Source: an optimization exercise on an open RTL-to-GDS flow (aim: small area, a short achievable clock period and few clock cycles per item). Production flows keep margins and buffers that such runs may drop. RTL that was checked went through simulation tests only; none was proved equivalent to the original.

==> flow/design.v <==
package muldiv_pkg;
    localparam int XLEN_DEFAULT = 32;
    typedef enum logic [2:0] {
        OP_MUL    = 3'b000,
        OP_MULH   = 3'b001,
        OP_MULHSU = 3'b010,
        OP_MULHU  = 3'b011,
        OP_DIV    = 3'b100,
        OP_DIVU   = 3'b101,
        OP_REM    = 3'b110,
        OP_REMU   = 3'b111
    } op_e;
    function automatic logic is_div(input logic [2:0] op);
        is_div = op[2];
    endfunction
    function automatic logic is_rem(input logic [2:0] op);
        is_rem = op[2] & op[1];
    endfunction
    function automatic logic is_signed_a(input logic [2:0] op);
        is_signed_a = (op == 3'b000) || (op == 3'b001) || (op == 3'b010) ||
                      (op == 3'b100) || (op == 3'b110);
    endfunction
    function automatic logic is_signed_b(input logic [2:0] op);
        is_signed_b = (op == 3'b000) || (op == 3'b001) || (op == 3'b100) || (op == 3'b110);
    endfunction
endpackage
module muldiv_clz (
    input  logic [31:0] v,
    output logic [5:0]  clz
);
    logic [15:0] a1;  logic [15:0] z1;         
    logic [7:0]  a2;  logic [1:0]  z2 [8];     
    logic [3:0]  a3;  logic [2:0]  z3 [4];     
    logic [1:0]  a4;  logic [3:0]  z4 [2];     
    logic [4:0]  z5;
    always_comb begin
        for (int i = 0; i < 16; i++) begin
            a1[i] = v[2*i+1] | v[2*i];
            z1[i] = ~v[2*i+1];
        end
        for (int i = 0; i < 8; i++) begin
            a2[i] = a1[2*i+1] | a1[2*i];
            z2[i] = a1[2*i+1] ? {1'b0, z1[2*i+1]} : {1'b1, z1[2*i]};
        end
        for (int i = 0; i < 4; i++) begin
            a3[i] = a2[2*i+1] | a2[2*i];
            z3[i] = a2[2*i+1] ? {1'b0, z2[2*i+1]} : {1'b1, z2[2*i]};
        end
        for (int i = 0; i < 2; i++) begin
            a4[i] = a3[2*i+1] | a3[2*i];
            z4[i] = a3[2*i+1] ? {1'b0, z3[2*i+1]} : {1'b1, z3[2*i]};
        end
        z5  = a4[1] ? {1'b0, z4[1]} : {1'b1, z4[0]};
        clz = (a4[1] | a4[0]) ? {1'b0, z5} : 6'd32;
    end
endmodule
module muldiv_seq #(
    parameter int XLEN        = muldiv_pkg::XLEN_DEFAULT,
    parameter int MUL_LATENCY = 1
) (
    input  logic            clk,
    input  logic            rst,
    input  logic            start,
    input  logic [2:0]      op,
    input  logic [XLEN-1:0] rs1,
    input  logic [XLEN-1:0] rs2,
    input  logic            flush,
    output logic            ready,
    output logic            busy,
    output logic            done,
    output logic [XLEN-1:0] result
);
    logic        busy_q, done_q;
    logic        st_setup, st_mull, st_mulh, st_div, st_fin, st_fix;
    logic [2:0]  op_q;
    logic [4:0]  cnt;
    logic        negres, fix2;
    logic [33:0] X;
    logic [31:0] Y;
    logic        yfill, yprev;
    logic [32:0] Z;
    logic        op_rem, op_div, op_mull;
    assign op_rem  = muldiv_pkg::is_rem(op_q);
    assign op_div  = muldiv_pkg::is_div(op_q);
    assign op_mull = (op_q == 3'b000);
    logic       sa_in, sb_in;
    logic [5:0] ls_a_in, ls_b_in, ls_a, ls_b, m_a, m_b;
    assign sa_in = muldiv_pkg::is_signed_a(op) & rs1[XLEN-1];
    assign sb_in = muldiv_pkg::is_signed_b(op) & rs2[XLEN-1];
    muldiv_clz u_clz_a (.v({rs1[XLEN-2:0] ^ {(XLEN-1){rs1[XLEN-1]}}, 1'b1}), .clz(ls_a_in));
    muldiv_clz u_clz_b (.v({rs2[XLEN-2:0] ^ {(XLEN-1){rs2[XLEN-1]}}, 1'b1}), .clz(ls_b_in));
    assign m_a = (Z[31] & ~Z[32]) ? 6'd0 : ls_a + 6'd1;
    assign m_b = (Y[31] & ~yfill) ? 6'd0 : ls_b + 6'd1;
    logic       swap, b_zero, k_neg;
    logic [6:0] k;
    assign swap   = ~(Z[31] & ~Z[32]) & ((Y[31] & ~yfill) | (ls_a > ls_b));
    assign b_zero = (ls_b == 6'd31) & ~Y[31];    
    assign k      = {1'b0, m_b[5] ? 6'd31 : m_b} + {6'd0, Z[32]} - {1'b0, m_a};
    assign k_neg  = k[6];
    logic [32:0] shifted;
    logic [4:0]  shamt;
    assign shamt   = op_div ? k[4:0] : 5'd0;
    assign shifted = {yfill, Y} << shamt;
    logic s_swap, s_mull, s_mulh;
    assign s_swap = st_setup & ~op_div & swap;
    assign s_mull = st_mull | (st_setup & op_mull & ~swap);
    assign s_mulh = st_mulh | (st_setup & ~op_div & ~op_mull & ~swap);
    logic c_one, c_two, c_inv, c_y;
    logic [2:0] bsrc;
    logic nb_neg, nb_one, nb_two;
    logic in_neg, in_one, in_two;
    assign bsrc   = s_swap ? {Z[1:0], 1'b0} : Y[3:1];
    assign nb_neg = bsrc[2] & ~(bsrc[1] & bsrc[0]);
    assign nb_one = bsrc[1] ^ bsrc[0];
    assign nb_two = (bsrc[2] & ~bsrc[1] & ~bsrc[0]) | (~bsrc[2] & bsrc[1] & bsrc[0]);
    assign in_neg = rs2[1];
    assign in_one = rs2[0];
    assign in_two = rs2[1] & ~rs2[0];
    logic mul_rest_zero;    
    logic mull_last;        
    logic mulh_skip;        
    assign mul_rest_zero = (Y == {32{yfill}}) & (yprev == yfill);
    assign mull_last     = (Y[31:1] == {31{yfill}});
    assign mulh_skip     = mul_rest_zero & (cnt[4:2] != 3'd0);
    logic [33:0] zx, opb, sum;
    assign zx  = {Z[32], Z};
    assign opb = ({34{c_one}} & zx) | ({34{c_two}} & {Z, 1'b0}) | ({34{c_y}} & {2'b00, Y});
    assign sum = X + (opb ^ {34{c_inv}}) + {33'd0, c_inv};
    logic        q;
    logic [31:0] q_next;
    assign q      = ~sum[33];
    assign q_next = {Y[30:0], q};
    always_ff @(posedge clk) begin
        if (rst | flush) begin
            busy_q   <= 1'b0;
            done_q   <= 1'b0;
            st_setup <= 1'b0;
            st_mull  <= 1'b0;
            st_mulh  <= 1'b0;
            st_div   <= 1'b0;
            st_fin   <= 1'b0;
            st_fix   <= 1'b0;
        end else begin
            done_q   <= 1'b0;
            st_setup <= 1'b0;
            st_mull  <= 1'b0;
            st_mulh  <= 1'b0;
            st_div   <= 1'b0;
            st_fin   <= 1'b0;
            st_fix   <= 1'b0;
            if (!busy_q) begin
                if (start) begin
                    busy_q   <= 1'b1;
                    st_setup <= 1'b1;
                end
            end else if (st_setup & op_div) begin
                if (b_zero | k_neg) begin
                    busy_q <= 1'b0;
                    done_q <= 1'b1;
                end else begin
                    st_div <= 1'b1;
                end
            end else if (s_swap) begin
                st_mull <= op_mull;
                st_mulh <= ~op_mull;
            end else if (s_mull) begin
                if (mull_last) begin
                    busy_q <= 1'b0;
                    done_q <= 1'b1;
                end else begin
                    st_mull <= 1'b1;
                end
            end else if (s_mulh) begin
                if (mulh_skip ? (cnt == 5'd4) : (cnt == 5'd1)) st_fin <= 1'b1;
                else st_mulh <= 1'b1;
            end else if (st_div) begin
                if (cnt == 5'd0) begin
                    if (op_rem | negres) st_fix <= 1'b1;
                    else begin
                        busy_q <= 1'b0;
                        done_q <= 1'b1;
                    end
                end else begin
                    st_div <= 1'b1;
                end
            end else if (st_fix & op_rem & negres & ~fix2) begin
                st_fix <= 1'b1;
            end else begin   
                busy_q <= 1'b0;
                done_q <= 1'b1;
            end
        end
    end
    always_ff @(posedge clk) begin
        if (!busy_q) begin
            c_one <= op[2] | in_one;
            c_two <= ~op[2] & in_two;
            c_inv <= op[2] ? sa_in : in_neg;
            c_y   <= 1'b0;
            ls_a  <= ls_a_in;
            ls_b  <= ls_b_in;
            op_q  <= op;
            cnt   <= 5'd16;
            yprev <= 1'b0;
            X     <= 34'd0;
            Y     <= rs2;
            yfill <= sb_in;
            Z     <= {sa_in, rs1};
        end else if (st_setup & op_div) begin
            cnt    <= k[4:0];
            fix2   <= 1'b0;
            negres <= op_rem ? Z[32] : (Z[32] ^ yfill);
            c_inv  <= ~yfill;
            X <= sum;
            Y <= op_rem ? Z[31:0] : {32{b_zero}};
            Z <= shifted;
        end else if (s_swap) begin
            c_one <= nb_one;
            c_two <= nb_two;
            c_inv <= nb_neg;
            Y     <= Z[31:0];
            yfill <= Z[32];
            Z     <= shifted;
        end else if (s_mull) begin
            c_one <= nb_one;
            c_two <= nb_two;
            c_inv <= nb_neg;
            X     <= sum;
            Z     <= {Z[30:0], 2'b00};
            yprev <= Y[1];
            if (mull_last) Y <= sum[31:0];
            else           Y <= {yfill, yfill, Y[31:2]};
        end else if (s_mulh) begin
            if (mulh_skip) begin
                X   <= {{8{X[33]}}, X[33:8]};
                cnt <= cnt - 5'd4;
            end else begin
                c_one <= nb_one;
                c_two <= nb_two;
                c_inv <= nb_neg;
                X     <= {{2{sum[33]}}, sum[33:2]};
                Y     <= {yfill, yfill, Y[31:2]};
                yprev <= Y[1];
                cnt   <= cnt - 5'd1;
            end
        end else if (st_div) begin
            X     <= sum;
            Y     <= q_next;
            c_inv <= q ^ Z[32];
            cnt   <= cnt - 5'd1;
            if (cnt != 5'd0) begin
                Z <= {Z[32], Z[32:1]};
            end else if (op_rem) begin
                c_one <= ~q;
                c_inv <= ~q & Z[32];
            end else begin
                c_one <= 1'b0;
                c_y   <= 1'b1;
                c_inv <= 1'b1;
                X     <= 34'd0;
            end
        end else if (st_fix) begin
            Y     <= sum[31:0];
            X     <= 34'd0;
            fix2  <= 1'b1;
            c_one <= 1'b0;
            c_y   <= 1'b1;
            c_inv <= 1'b1;
        end else begin   
            Y <= sum[31:0];
        end
    end
    assign busy   = busy_q;
    assign ready  = ~busy_q;
    assign done   = done_q;
    assign result = Y;
endmodule
export LEC_CHECK = 0
export CAP_MARGIN = 20
export CORE_MARGIN = 2
export CORE_UTILIZATION = 40
export SLEW_MARGIN = 20
create_clock -name core_clock -period 12.0 [get_ports {clk}]
standard.sh (not shown) runs the stock make flow with config.mk's settings and CLKGATE_MAP_FILE= SYNTH_SCRIPT=/design/flow/synth_recipe.tcl, a recipe that flattens the netlist after the stock synthesis.
==> flow/flow/run.sh <==
#!/bin/bash
set -euo pipefail
bash standard.sh SETUP_SLACK_MARGIN=7.5 "CTS_BUF_LIST=sky130_fd_sc_hd__clkbuf_4 sky130_fd_sc_hd__clkbuf_8" "BUFFER_PORTS_ARGS=-buffer_cell sky130_fd_sc_hd__buf_2" finish > flow_standard.log 2>&1
The starting point completed with no timing, DRC or antenna violations.
Rerun with:
--- a/flow/design.v
+++ b/flow/design.v
@@ -174,9 +174,12 @@
                 if (mulh_skip ? (cnt == 5'd4) : (cnt == 5'd1)) st_fin <= 1'b1;
                 else st_mulh <= 1'b1;
             end else if (st_div) begin
                 if (cnt == 5'd0) begin
-                    if (op_rem | negres) st_fix <= 1'b1;
+                    if (op_rem & q & ~negres) begin   
+                        busy_q <= 1'b0;
+                        done_q <= 1'b1;
+                    end else if (op_rem | negres) st_fix <= 1'b1;
                     else begin
                         busy_q <= 1'b0;
                         done_q <= 1'b1;
                     end
@@ -250,8 +253,9 @@
             cnt   <= cnt - 5'd1;
             if (cnt != 5'd0) begin
                 Z <= {Z[32], Z[32:1]};
             end else if (op_rem) begin
+                Y     <= sum[31:0];
                 c_one <= ~q;
                 c_inv <= ~q & Z[32];
             end else begin
                 c_one <= 1'b0;
Effect:
- worst hold slack loses 0.070 ns
- register-to-register slack is about the same
- die area grows by about 1.6%
- count of clock-buffer cells in the layout is unchanged
- design area grows by about 1.7%
Testbench counts after the change, summed over its fixed seeds: cycles 39,849, ops 4,000.
No functional check of the RTL was part of the first run of this note.

-- re-timing with driven ports --
In the flow no input, the clock included, has a driving cell. The finished layouts below were timed again as built, in two steps.
Step 1 (the two cells are an assumption about what drives the block):
set clk [get_ports {clk}]
set_driving_cell -lib_cell sky130_fd_sc_hd__clkbuf_16 $clk
set_driving_cell -lib_cell sky130_fd_sc_hd__buf_2 [delete_from_list [all_inputs] $clk]
Step 2 moves the port delays by t, midway between the first and last clock arrival at a register: inputs arrive t later, outputs are due t later. That takes back most of the time a late clock gives input paths.
Slacks: no drivers / after step 1 / after step 2; pairs: no drivers / after step 1.
run	t (ns)	setup WS [ns]	worst register clock-pin slew, ns	pins driven straight from the clock port
the first run	0.536	7.524 / 7.524 / 7.387	0.11 / 0.11	1
the second run	0.536	7.530 / 7.530 / 7.309	0.09 / 0.09	1
After both steps setup and hold are still met in every run listed. The setup slack of the second run, which loses most, moves by 0.000 ns with the drivers and by -0.221 ns with both steps.
